This design comes from an exercise in tuning for small area and few clock cycles per item on the open sky130 flow, not from production work.

north:
==> flow/design.v (excerpt) <==
module multi_slot_stopwatch (
	input  wire                 clk,
	input  wire                 arst_n,
	input  wire                 cmd_valid,
	output logic                cmd_stall,
	input  wire  [7:0]          cmd,
	output logic                rsp_valid,
	input  wire                 rsp_stall,
	output logic [70:0]         rsp
);
Size in the first run: roughly 2400 cells after synthesis, ~32000 um^2 of cells after synthesis.
==> flow/config.mk <==
export PLATFORM = sky130hd
export DESIGN_NAME = multi_slot_stopwatch
export DESIGN_NICKNAME = multi_slot_stopwatch
export VERILOG_FILES = /design/flow/design.v
export SDC_FILE = /design/flow/constraint.sdc
export NUM_CORES = 4
export LEC_CHECK = 0
export CAP_MARGIN = 20
export CORE_MARGIN = 2
export CORE_UTILIZATION = 40
export CTS_CLUSTER_DIAMETER = 80
export CTS_CLUSTER_SIZE = 24
export SLEW_MARGIN = 20
==> flow/constraint.sdc <==
create_clock -name core_clock -period 8.5 [get_ports {clk}]
set_input_delay 1.7000 -clock core_clock [delete_from_list [all_inputs] [get_ports {clk}]]
set_output_delay 1.7000 -clock core_clock [all_outputs]
set_load 0.01 [all_outputs]
run.sh (not shown) runs the stock make flow with config.mk's settings and CLKGATE_MAP_FILE= SYNTH_SCRIPT=/design/flow/synth_recipe.tcl, a recipe that flattens the netlist after the stock synthesis.
Input-level comparison between south and north:
diff --git a/flow/design.v b/flow/design.v
--- a/flow/design.v
+++ b/flow/design.v
@@ -201,21 +201,23 @@
 		end
 	end
 	wire [9:0]  f_ms = r_dif[9:0];
 	wire [5:0]  f_s  = r_dif[15:10];
 	wire [5:0]  f_m  = r_dif[21:16];
 	wire [10:0] f_h  = r_dif[32:22];
-	wire [9:0]  d_ms = r_b_ms ? f_ms - 10'd24 : f_ms;
-	wire [5:0]  d_s  = r_b_s  ? f_s - 6'd4 : f_s;
-	wire [5:0]  d_m  = r_b_m  ? f_m - 6'd4 : f_m;
-	wire        c0   = r_wrap && (d_ms >= 10'd704);
-	wire        c1   = r_wrap && ((d_s >= 6'd13) || (c0 && (d_s == 6'd12)));
-	wire        c2   = r_wrap && ((d_m >= 6'd58) || (c1 && (d_m == 6'd57)));
-	wire [9:0]  o_ms = !r_wrap ? d_ms : c0 ? d_ms - 10'd704 : d_ms + 10'd296;
-	wire [5:0]  o_s  = !r_wrap ? d_s : (c1 ? d_s - 6'd13 : d_s + 6'd47) + 6'(c0);
-	wire [5:0]  o_m  = !r_wrap ? d_m : (c2 ? d_m - 6'd58 : d_m + 6'd2) + 6'(c1);
+	wire        c0   = r_wrap && (r_b_ms ? (f_ms >= 10'd728) : (f_ms >= 10'd704));
+	wire        c1   = r_wrap && (r_b_s ? (f_s >= 6'd17) || (c0 && (f_s == 6'd16))
+	                                    : (f_s >= 6'd13) || (c0 && (f_s == 6'd12)));
+	wire        c2   = r_wrap && (r_b_m ? (f_m >= 6'd62) || (c1 && (f_m == 6'd61))
+	                                    : (f_m >= 6'd58) || (c1 && (f_m == 6'd57)));
+	wire [9:0]  k_ms = (r_b_ms ? 10'd1000 : 10'd0) + (!r_wrap ? 10'd0 : c0 ? 10'd320 : 10'd296);
+	wire [5:0]  k_s  = (r_b_s ? 6'd60 : 6'd0) + (!r_wrap ? 6'd0 : c1 ? 6'd51 : 6'd47) + 6'(c0);
+	wire [5:0]  k_m  = (r_b_m ? 6'd60 : 6'd0) + (!r_wrap ? 6'd0 : c2 ? 6'd6 : 6'd2) + 6'(c1);
+	wire [9:0]  o_ms = f_ms + k_ms;
+	wire [5:0]  o_s  = f_s + k_s;
+	wire [5:0]  o_m  = f_m + k_m;
 	wire [10:0] o_h  = f_h + (!r_wrap ? 11'd0 : c2 ? 11'd1194 : 11'd1193);
 	wire [3:0]  k_sel = {r_wrap, r_b_m, r_b_s, r_b_ms};
 	wire [31:0] k_c   = '0
 			| ({32{k_sel == 4'd0}} & 32'd3077644864)
 			| ({32{k_sel == 4'd1}} & 32'd3077644840)
 			| ({32{k_sel == 4'd2}} & 32'd3077640864)
### Flow results
Taking north as the reference, in south portion of the clock cycle consumed by the worst path in the final layout now sits lower; clock skew now sits at about the same level; met2 usage now sits higher. TritonCTS buffer count: south vs north up 1. south vs north, capturing element of the worst setup path: rsp[64] vs rsp[62]. On cell count, north and south are basically level. south ends up with higher proportion of final cell area spent on non-clock buffers than north does. Per the comparison of south with north, height of the die shrank by about 0.45%; critical path depth shrank by 3; slew at the pin closest to its max-slew limit shrank by 0.057 ns. Comparing north and south, the lower initial antenna violation count is on south. Compared north against south; overall via count from detail_route within noise. As far as average cell area after synthesis is concerned, north and south perform about the same. north ended up with sky130_fd_sc_hd__clkdlybuf4s50_1 as its cell at the slowest stage of the critical path; south ended up with sky130_fd_sc_hd__or4b_2. ~same cell area in north and south.
Function was not checked in any run of this note: the RTL went through the layout flow alone.

-- afterwards: timing with drivers on the ports --
No port has a modelled driver above. Below, the same layouts with a new extraction and two added sets of constraints. Step 1 (the two cells are an assumption about what drives the block):
set clk [get_ports {clk}]
set_driving_cell -lib_cell sky130_fd_sc_hd__clkbuf_16 $clk
set_driving_cell -lib_cell sky130_fd_sc_hd__buf_2 [delete_from_list [all_inputs] $clk]
Step 2, shift: input delay + t, output delay - t, t = (earliest + latest rising clock arrival at the registers) / 2. This alone moves slack from input paths to output paths. Slacks: ideal ports / drivers / drivers and shift; pairs: ideal ports / drivers.
| run | t, ns | slack for setup (ns) | hold slack, ns | worst setup path at the end | slew at the worst register clock pin (ns) |
|---|---|---|---|---|---|
| north | 0.637 | 0.255 / 0.191 / 0.470 | 0.600 / 0.600 / 0.600 | input to register | 0.10 / 0.10 |
| south | 0.655 | 0.391 / 0.326 / 0.493 | 0.585 / 0.585 / 0.585 | input to register | 0.10 / 0.10 |
After both steps every run listed still meets setup and hold.
